Context: an optimization exercise on an open-source flow, tuned for small area, a short achievable clock period and few clock cycles per item. The choices shown serve that exercise and are no tape-out recipe. Only simulation tests tie the RTL to the original design; equivalence was not proved. The flow treats the clock pin as an ideal source, which a real chip does not have. Power is estimated from default activity; no workload was simulated.

ember:
## qpsk_mimo_modulator
module qpsk_mimo_modulator #(
    parameter int R_W = 16,
    parameter int Y_W = 20
) (
    input  logic              i_clk,
    input  logic              i_reset_n,
    input  logic              i_r_load,
    input  logic [20*R_W-1:0] i_r,
    input  logic              i_bit_vld,
    input  logic              i_bit,
    output logic              o_bit_rdy,
    output logic              o_vld,
    input  logic              i_rdy,
    output logic [8*Y_W-1:0]  o_y_hat,
    output logic              o_busy
);
For scale: about 1400 cells after synthesis, ~570 flip-flops, about 21000 µm² of cells after synthesis.
==> flow/config.mk <==
export PLATFORM = sky130hd
export DESIGN_NAME = qpsk_mimo_modulator
export DESIGN_NICKNAME = qpsk_mimo_modulator
export VERILOG_FILES = /design/flow/design.v
export SDC_FILE = /design/flow/constraint.sdc
export NUM_CORES = 4
export LEC_CHECK = 0
export CAP_MARGIN = 50
export CORE_MARGIN = 2
export CORE_UTILIZATION = 60
export CTS_BUF_LIST = sky130_fd_sc_hd__clkbuf_16
export CTS_CLUSTER_DIAMETER = 100
export CTS_CLUSTER_SIZE = 25
export SLEW_MARGIN = 60
==> flow/constraint.sdc <==
create_clock -name core_clock -period 12.0 [get_ports {i_clk}]
set_input_delay 2.4000 -clock core_clock [delete_from_list [all_inputs] [get_ports {i_clk}]]
set_output_delay 2.4000 -clock core_clock [all_outputs]
set_load 0.01 [all_outputs]
standard.sh (not shown) runs the stock make flow with config.mk's settings and CLKGATE_MAP_FILE= SYNTH_SCRIPT=/design/flow/synth_recipe.tcl, a recipe that flattens the netlist after the stock synthesis.
==> flow/flow/run.sh <==
#!/bin/bash
# Standard ORFS layout (the standard.sh) with two changes to how it is built:
#  - ports are buffered with buf_1 cells instead of the resizer's default pick
#  - timing repair aims for 8.3 ns of setup slack beyond the SDC's (the SDC is unchanged)
export BUFFER_PORTS_ARGS="-buffer_cell sky130_fd_sc_hd__buf_1"
export SETUP_SLACK_MARGIN=8.3
bash standard.sh > standard.log 2>&1
Both conditions hold for ember: the flow ran to the end and the final layout passed the timing, DRC and antenna checks.
Testbench counts of ember, summed over its fixed seeds: cycles 4,448, items 512.
Changes in amber relative to ember:
- GPL_ROUTABILITY_DRIVEN: unset -> 0
- ABC_AREA: unset -> 1
diff --git a/flow/flow/run.sh b/flow/flow/run.sh
--- a/flow/flow/run.sh
+++ b/flow/flow/run.sh
@@ -4 +4 @@
-#  - timing repair aims for 8.3 ns of setup slack beyond the SDC's (the SDC is unchanged)
+#  - timing repair aims for 8.4 ns of setup slack beyond the SDC's (the SDC is unchanged)
@@ -6 +6 @@
-export SETUP_SLACK_MARGIN=8.3
+export SETUP_SLACK_MARGIN=8.4
Findings:
- Every run in the comparison, amber and ember, completed the flow with a clean layout.
- Number of global-route vias before repair came out higher on amber than on ember.
- In the metrics for amber and ember, the one carrying the lower register-to-register slack is ember.
- amber: number of non-filler instances in the completed layout higher than ember
- Delta(worst setup slack, amber - ember) > 0
- Post-route cell area went down slightly going from ember to amber.
> inputs changed (amber -> violet)
- GPL_ROUTABILITY_DRIVEN no longer set, was 0
- ABC_AREA no longer set, was 1
- ABC_CLOCK_PERIOD_IN_PS now 3500, previously not set
## What came out
Re flip-flop and latch count: no difference whatsoever between amber and violet.
Against amber, violet comes in 51 lower on number of nets in the finished design.
Of violet and amber, the run reporting the lower non-clock buffer total of the final layout was violet.
> inputs changed (violet -> nickel)
- a deleted ABC_CLOCK_PERIOD_IN_PS that had been 3500
==> flow/flow/run.sh <==
#!/bin/bash
# Standard ORFS layout (the standard.sh) with these changes to how it is built:
#  - ports are buffered with buf_1 cells instead of the resizer's default pick
#  - timing repair aims for 8.7 ns of setup slack beyond the SDC's (the SDC is unchanged)
#  - after CTS, the clock tree's branch level is removed (flow/post_cts.tcl): the root
#    buffer drives the leaf buffers directly; all registers stay two buffers from the port
export BUFFER_PORTS_ARGS="-buffer_cell sky130_fd_sc_hd__buf_1"
export SETUP_SLACK_MARGIN=8.7
export POST_CTS_TCL=$PWD/flow/post_cts.tcl
bash standard.sh > standard.log 2>&1
==> flow/flow/post_cts.tcl (new file) <==
# Make the clock tree one level shallower: the root clock buffer drives the leaf buffers
# directly instead of through the H-tree's branch buffers. Every register still gets its
# clock through exactly two buffers (root, leaf), so the tree stays balanced.
set block [ord::get_db_block]
set root [$block findInst clkbuf_0_i_clk]
if { $root == "NULL" } { error "no root clock buffer" }
set root_net [[$root findITerm X] getNet]
set moved 0
foreach inst [$block getInsts] {
  set name [$inst getName]
  if { ![string match "clkbuf_1_*_i_clk" $name] } { continue }
  set in_net [[$inst findITerm A] getNet]
  if { [$in_net getName] ne [$root_net getName] } { continue }
  set out_net [[$inst findITerm X] getNet]
  foreach it [$out_net getITerms] {
    if { [$it getInst] eq $inst } { continue }
    $it disconnect
    $it connect $root_net
    incr moved
  }
  [$inst findITerm A] disconnect
  [$inst findITerm X] disconnect
  odb::dbInst_destroy $inst
  odb::dbNet_destroy $out_net
  puts "flatten_clock: removed $name"
}
puts "flatten_clock: moved $moved leaf buffers onto [$root_net getName]"
estimate_parasitics -placement
report_clock_min_period
### Flow results
- nickel finished end to end and its layout was clean on timing, DRC and antenna.
- Pin count of the biggest net entering global routing, nickel and violet: smaller value in nickel
- The setup slack of the most critical reg-to-reg path number comes out lower for violet vs nickel.
- Part of the total power dissipated in combinational logic in nickel is 3.4 points higher than in violet
- Compared with violet, in nickel final area up 330 µm², setup slack after placement has increased, routed length per instance rose by 1.4%, die area about even.
- Comparing nickel and violet, clock network power share is lower on nickel.
- Comparing overall fraction of global-route tracks in use for nickel and violet, the bigger number came from nickel.
- Re clock buffer instance count of the final layout: nickel and violet aren't equal, and the lower value belongs to nickel.
- The lower ratio of final minimum period to clock period came out of violet.
## Diff of input files: yarrow against nickel
- an added SETUP_SLACK_MARGIN of 5
- an added ABC_AREA of 1
==> flow/run.sh (new file) <==
#!/bin/bash
# synth_recipe.tcl (not shown) runs the flow's synth.tcl, then flattens the netlist and writes it again
# the make line also repeats each setting of config.mk as NAME=value (left out here)
make -C /OpenROAD-flow-scripts/flow DESIGN_CONFIG=/design/flow/config.mk WORK_HOME=/design/flow/orfs CLKGATE_MAP_FILE= SYNTH_SCRIPT=/design/flow/synth_recipe.tcl finish
removed: flow/flow/run.sh
removed: flow/flow/post_cts.tcl
removed: flow/standard.sh
==> comparison <==
As far as critical path depth in cells goes, nickel and yarrow are indistinguishable; the numbers are identical.
Maximum number of pins on one net before global-route repair came out higher on yarrow than on nickel.
Compared with nickel, total power in yarrow decreased by a few percent.
Diff yarrow and nickel: area added between synthesis and finish higher in yarrow
The non-clock inverter count in the final layout in nickel is 0.879 times that in yarrow.
yarrow falls short of nickel in post-layout minimum cycle time.
On utilization: between yarrow and nickel, it ends up lower for nickel.
The internal cell power of yarrow is lower than that of nickel.
Non-clock buffering overhead in the final layout is lower on nickel
Clock share of power sits higher in yarrow than in nickel.
Setup changes, yarrow to xenon
- ABC_AREA no longer set, was 1
- SETUP_SLACK_MARGIN no longer set, was 5
==> flow/flow/run.sh (new file) <==
#!/bin/bash
# Standard ORFS layout (the standard.sh) with these changes to how it is built:
#  - ports are buffered with buf_1 cells instead of the resizer's default pick
#  - timing repair aims for 8.4 ns of setup slack beyond the SDC's (the SDC is unchanged)
#  - after CTS, the clock tree's branch level is removed (flow/post_cts.tcl): the root
#    buffer drives the leaf buffers directly; all registers stay two buffers from the port
export BUFFER_PORTS_ARGS="-buffer_cell sky130_fd_sc_hd__buf_1"
export SETUP_SLACK_MARGIN=8.4
export POST_CTS_TCL=$PWD/flow/post_cts.tcl
bash standard.sh > standard.log 2>&1
==> flow/flow/post_cts.tcl (new file) <==
# Make the clock tree one level shallower: the root clock buffer drives the leaf buffers
# directly instead of through the H-tree's branch buffers. Every register still gets its
# clock through exactly two buffers (root, leaf), so the tree stays balanced.
set block [ord::get_db_block]
set root [$block findInst clkbuf_0_i_clk]
if { $root == "NULL" } { error "no root clock buffer" }
set root_net [[$root findITerm X] getNet]
set moved 0
foreach inst [$block getInsts] {
  set name [$inst getName]
  if { ![string match "clkbuf_1_*_i_clk" $name] } { continue }
  set in_net [[$inst findITerm A] getNet]
  if { [$in_net getName] ne [$root_net getName] } { continue }
  set out_net [[$inst findITerm X] getNet]
  foreach it [$out_net getITerms] {
    if { [$it getInst] eq $inst } { continue }
    $it disconnect
    $it connect $root_net
    incr moved
  }
  [$inst findITerm A] disconnect
  [$inst findITerm X] disconnect
  odb::dbInst_destroy $inst
  odb::dbNet_destroy $out_net
  puts "flatten_clock: removed $name"
}
puts "flatten_clock: moved $moved leaf buffers onto [$root_net getName]"
estimate_parasitics -placement
report_clock_min_period
==> flow/standard.sh (new file) <==
#!/bin/bash
# synth_recipe.tcl (not shown) runs the flow's synth.tcl, then flattens the netlist and writes it again
# the make line also repeats each setting of config.mk as NAME=value (left out here)
make -C /OpenROAD-flow-scripts/flow DESIGN_CONFIG=/design/flow/config.mk WORK_HOME=/design/flow/orfs CLKGATE_MAP_FILE= SYNTH_SCRIPT=/design/flow/synth_recipe.tcl "${@:-finish}"
removed: flow/run.sh
==> notes.md <==
On biggest fanout along the worst timing path: between xenon and yarrow, it ends up lower for xenon.
Total internal power: xenon < yarrow
Relative to yarrow, the power per cell area measured on xenon has increased by a little under 10%.
Floorplan row count: xenon vs yarrow identical
Diff yarrow -> xenon: share of the final layout cell area in sequential cells now sits higher, synthesized area now sits lower, power consumption now sits lower, die area now sits lower.
Clock-net power: xenon better than yarrow
Summary — final period utilization, xenon relative to yarrow: lower, by 4.3 points.
xenon vs. yarrow: wire length went down by about 4.5%.

## afterwards: timing with drivers on the ports
How much do the figures lean on ideal ports? The routed layouts below were timed once more, with nothing changed but the port constraints.
Step 1 assumes that a clkbuf_16 drives the clock port and a buf_2 every other input.
Step 2 adds t to the input delays and takes it off the output delays; t is the mean of the earliest and latest rising clock arrival at the registers after step 1. Input paths then give back, and output paths get back, about the clock's delay inside the block.
Three values: ideal ports, drivers, drivers and shift; two values: the first two.
run	t, ns	slack for setup (ns)	clock arrival spread, ns
ember	0.615	8.366 / 8.310 / 7.805	0.033 / 0.033
amber	0.608	8.397 / 8.346 / 7.863	0.031 / 0.032
violet	0.613	8.387 / 8.331 / 7.900	0.029 / 0.029
nickel	0.634	8.348 / 8.297 / 8.195	0.024 / 0.024
yarrow	0.611	7.852 / 7.798 / 7.665	0.017 / 0.017
xenon	0.626	8.365 / 8.313 / 7.901	0.016 / 0.016
After both steps every run listed still meets setup and hold. For ember, which loses most, drivers alone change the setup slack by -0.056 ns; drivers and shift together by -0.561 ns.
